What follows belongs to an exercise in optimizing a design on an open flow for small area; a production flow would make more cautious choices. Where RTL was checked, it was by simulation tests only, not by an equivalence proof against the original. Power is estimated from default activity; no workload was simulated.

==> flow/design.v <==
`timescale 1ns/1ps
module pipeCpu (
    input  logic        clk,
    input  logic        rstN,
    output logic [31:0] pc,
    input  logic [31:0] inst,
    output logic [31:0] dataAddress,
    output logic [31:0] writeMemData,
    output logic        memRead,
    output logic        memWrite,
    input  logic [31:0] readMemData
);
    logic [2:0]  ph;         
    logic        p2;         
    logic [31:2] pcR;
    logic [31:0] aR;         
    logic [31:0] bR;         
    logic        aluC;
    logic        pcC;
    logic        flag;       
    logic [5:0] op;
    logic [5:0] fn;
    logic [4:0] rs;
    logic [4:0] rt;
    logic [4:0] rd;
    assign op = inst[31:26];
    assign fn = inst[5:0];
    assign rs = inst[25:21];
    assign rt = inst[20:16];
    assign rd = inst[15:11];
    logic isR, rAdd, rSub, rAnd, rOr, rSlt;
    logic iAddiu, iOri, iLui, iLw, iSw, iBeq, iBne, iJ, isBr;
    assign isR    = (op == 6'h00);
    assign rAdd   = isR && (fn == 6'h21);
    assign rSub   = isR && (fn == 6'h23);
    assign rAnd   = isR && (fn == 6'h24);
    assign rOr    = isR && (fn == 6'h25);
    assign rSlt   = isR && (fn == 6'h2a);
    assign iAddiu = (op == 6'h09);
    assign iOri   = (op == 6'h0d);
    assign iLui   = (op == 6'h0f);
    assign iLw    = (op == 6'h23);
    assign iSw    = (op == 6'h2b);
    assign iBeq   = (op == 6'h04);
    assign iBne   = (op == 6'h05);
    assign iJ     = (op == 6'h02);
    assign isBr   = iBeq || iBne;
    logic twoPass;
    logic ph0;
    logic ph7;
    logic last;
    assign twoPass = rSlt || iLw || iSw || isBr;
    assign ph0     = (ph == 3'd0);
    assign ph7     = (ph == 3'd7);
    assign last    = ph7 && (p2 || !twoPass);
    logic [31:0] rf [1:31];
    logic [31:0][3:0] bot;
    assign bot[0] = 4'd0;
    genvar g;
    generate
        for (g = 1; g < 32; g++) begin : gBot
            assign bot[g] = rf[g][3:0];
        end
    endgenerate
    logic [3:0] rd1;
    logic [3:0] rd2;
    assign rd1 = bot[rs];
    assign rd2 = bot[rt];
    logic       we;
    logic [4:0] wreg;
    logic [3:0] wdata;
    generate
        for (g = 1; g < 32; g++) begin : gReg
            always_ff @(posedge clk) begin
                rf[g] <= {(we && wreg == g) ? wdata : rf[g][3:0], rf[g][31:4]};
            end
        end
    endgenerate
    logic [3:0] iDig;
    logic [3:0] aOp;
    logic [3:0] bSrc;
    logic [3:0] bOp;
    logic       sub;
    logic       cin;
    logic [4:0] sum;
    logic [3:0] alu;
    logic       lt;
    logic [2:0] dIdx;
    logic [3:0] instDig;
    logic [1:0] ePrev;
    assign dIdx    = {ph[2] && !iLui, ph[1:0]};
    assign instDig = inst[{dIdx, 2'b00} +: 4];
    always_comb begin
        if (iLui)                iDig = ph[2] ? instDig : 4'd0;
        else if (iJ || !ph[2])   iDig = instDig;
        else if (iOri)           iDig = 4'd0;
        else                     iDig = {4{inst[15]}};
    end
    assign aOp  = iLui ? 4'd0 : rd1;
    assign bSrc = isR ? rd2 : iDig;
    assign sub  = rSub || rSlt;
    assign bOp  = sub ? ~bSrc : bSrc;
    assign cin  = ph0 ? sub : aluC;
    assign sum  = {1'b0, aOp} + {1'b0, bOp} + {4'd0, cin};
    assign lt   = (aOp[3] ^ bSrc[3]) ? aOp[3] : sum[3];
    always_comb begin
        if (rAnd)                    alu = aOp & bOp;
        else if (rOr || iOri || iLui) alu = aOp | bOp;
        else                         alu = sum[3:0];
    end
    assign memRead  = iLw && p2 && ph0;
    assign memWrite = iSw && p2 && ph0;
    assign wreg = isR ? rd : rt;
    always_comb begin
        if (!p2) begin
            we    = rAdd || rSub || rAnd || rOr || rSlt || iAddiu || iOri || iLui;
            wdata = rSlt ? 4'd0 : alu;
        end else begin
            we    = iLw || (rSlt && ph0);
            if (ph0) wdata = rSlt ? {3'd0, flag} : readMemData[3:0];
            else     wdata = aR[3:0];
        end
    end
    logic [3:0]  xDig;
    logic [3:0]  pcDig;
    logic [31:0] pcFull;
    logic        taken;
    logic [3:0]  xOp;
    logic [4:0]  pcSum;
    logic [3:0]  bIn;
    logic [31:0] bNext;
    assign xDig   = {iDig[1:0], ph0 ? 2'b00 : ePrev};
    assign pcFull = {pcR, 2'b11};
    assign pcDig  = pcFull[{ph, 2'b00} +: 4];
    assign taken  = iBeq ? flag : !flag;
    assign xOp    = (isBr && p2 && taken) ? xDig : 4'd0;
    assign pcSum  = {1'b0, pcDig} + {1'b0, xOp} + {4'd0, ph0 | pcC};
    always_comb begin
        if (iSw && !p2)       bIn = rd2;
        else if (iJ && !ph7)  bIn = xDig;
        else                  bIn = pcSum[3:0];
    end
    assign bNext = {bIn, bR[31:4]};
    always_ff @(posedge clk or negedge rstN) begin
        if (!rstN) begin
            ph  <= 3'd0;
            p2  <= 1'b0;
        end else begin
            ph <= ph + 3'd1;
            if (ph7) p2 <= twoPass && !p2;
        end
    end
    always_ff @(posedge clk) begin
        if (!rstN)     pcR <= '0;
        else if (last) pcR <= bNext[31:2];
    end
    always_ff @(posedge clk) begin
        aluC <= sum[4];
        pcC  <= pcSum[4];
        bR   <= bNext;
        ePrev <= iDig[3:2];
        aR   <= {alu, memRead ? readMemData[31:4] : aR[31:4]};
        if (!p2) begin
            if (isBr)     flag <= (ph0 || flag) && (rd1 == rd2);
            else if (ph7) flag <= lt;
        end
    end
    assign pc           = {pcR, 2'b00};
    assign dataAddress  = aR;
    assign writeMemData = bR;
endmodule
clock: 10.0 ns
lec_check: 0
cap_margin: 20
core_margin: 2
core_utilization: 40
cts_buf_list: sky130_fd_sc_hd__clkbuf_16
cts_cluster_diameter: 100
cts_cluster_size: 30
place_density: 0.6
slew_margin: 20
standard.sh (not shown) runs the stock make flow with config.mk's settings and CLKGATE_MAP_FILE= SYNTH_SCRIPT=/design/flow/synth_recipe.tcl, a recipe that flattens the netlist after the stock synthesis.
==> flow/flow/run.sh <==
#!/bin/bash
# Standard ORFS layout, with the port buffers made of the smallest buffer cell.
set -euo pipefail
export BUFFER_PORTS_ARGS="-buffer_cell sky130_fd_sc_hd__buf_1"
bash standard.sh > standard_make.log 2>&1
Rerun with:
--- a/flow/design.v
+++ b/flow/design.v
@@ -75,8 +75,9 @@
                 rf[g] <= {(we && wreg == g) ? wdata : rf[g][3:0], rf[g][31:4]};
             end
         end
     endgenerate
+    logic [3:0] immDig;
     logic [3:0] iDig;
     logic [3:0] aOp;
     logic [3:0] bSrc;
     logic [3:0] bOp;
@@ -84,18 +85,18 @@
     logic       cin;
     logic [4:0] sum;
     logic [3:0] alu;
     logic       lt;
-    logic [2:0] dIdx;
-    logic [3:0] instDig;
-    logic [1:0] ePrev;
-    assign dIdx    = {ph[2] && !iLui, ph[1:0]};
-    assign instDig = inst[{dIdx, 2'b00} +: 4];
     always_comb begin
-        if (iLui)                iDig = ph[2] ? instDig : 4'd0;
-        else if (iJ || !ph[2])   iDig = instDig;
-        else if (iOri)           iDig = 4'd0;
-        else                     iDig = {4{inst[15]}};
+        case (ph[1:0])
+            2'd0: immDig = inst[3:0];
+            2'd1: immDig = inst[7:4];
+            2'd2: immDig = inst[11:8];
+            default: immDig = inst[15:12];
+        endcase
+        if (iLui)      iDig = ph[2] ? immDig : 4'd0;
+        else if (iOri) iDig = ph[2] ? 4'd0 : immDig;
+        else           iDig = ph[2] ? {4{inst[15]}} : immDig;
     end
     assign aOp  = iLui ? 4'd0 : rd1;
     assign bSrc = isR ? rd2 : iDig;
     assign sub  = rSub || rSlt;
@@ -120,17 +121,19 @@
             if (ph0) wdata = rSlt ? {3'd0, flag} : readMemData[3:0];
             else     wdata = aR[3:0];
         end
     end
+    logic [31:0] xv;
     logic [3:0]  xDig;
     logic [3:0]  pcDig;
     logic [31:0] pcFull;
     logic        taken;
     logic [3:0]  xOp;
     logic [4:0]  pcSum;
     logic [3:0]  bIn;
     logic [31:0] bNext;
-    assign xDig   = {iDig[1:0], ph0 ? 2'b00 : ePrev};
+    assign xv     = {{4{inst[15]}}, iJ ? inst[25:16] : {10{inst[15]}}, inst[15:0], 2'b00};
+    assign xDig   = xv[{ph, 2'b00} +: 4];
     assign pcFull = {pcR, 2'b11};
     assign pcDig  = pcFull[{ph, 2'b00} +: 4];
     assign taken  = iBeq ? flag : !flag;
     assign xOp    = (isBr && p2 && taken) ? xDig : 4'd0;
@@ -157,9 +160,8 @@
     always_ff @(posedge clk) begin
         aluC <= sum[4];
         pcC  <= pcSum[4];
         bR   <= bNext;
-        ePrev <= iDig[3:2];
         aR   <= {alu, memRead ? readMemData[31:4] : aR[31:4]};
         if (!p2) begin
             if (isBr)     flag <= (ph0 || flag) && (rd1 == rd2);
             else if (ph7) flag <= lt;
What happened: The changed run ran to the end with no violations; sequential share of layout area hardly moves; clock power is lower by about 3%; via count rises by 0.38%; total power shrinks by 1.1%; wire length goes down by 2.0%; clock-buffer cell count stays the same; setup slack is worse by 0.26 ns.
Function not checked in the first run of this note: the RTL went through the layout flow alone.

[what the ideal ports hide]
The flow's constraints put no driver on any port. The routed layouts listed below were extracted and timed again, unchanged, in two steps.
Step 1: set_driving_cell puts a clkbuf_16 on clk and a buf_2 on each other input, an assumption about the parent block.
Step 2 also shifts input and output timing later by t, the mid clock arrival at the registers, as if the neighbouring blocks saw the same clock.
Three values: ideal, step 1, step 2; two values: the first two.
| run | t, ns | setup slack, ns | worst setup path at the end |
|---|---|---|---|
| the first run | 0.656 | 3.607 / 3.607 / 2.951 | input to register |
| the second run | 0.646 | 3.342 / 3.309 / 3.029 | input to register |
After both steps every run listed still meets setup and hold. The setup slack of the first run, which loses most, moves by 0.000 ns with the drivers and by -0.656 ns with both steps.
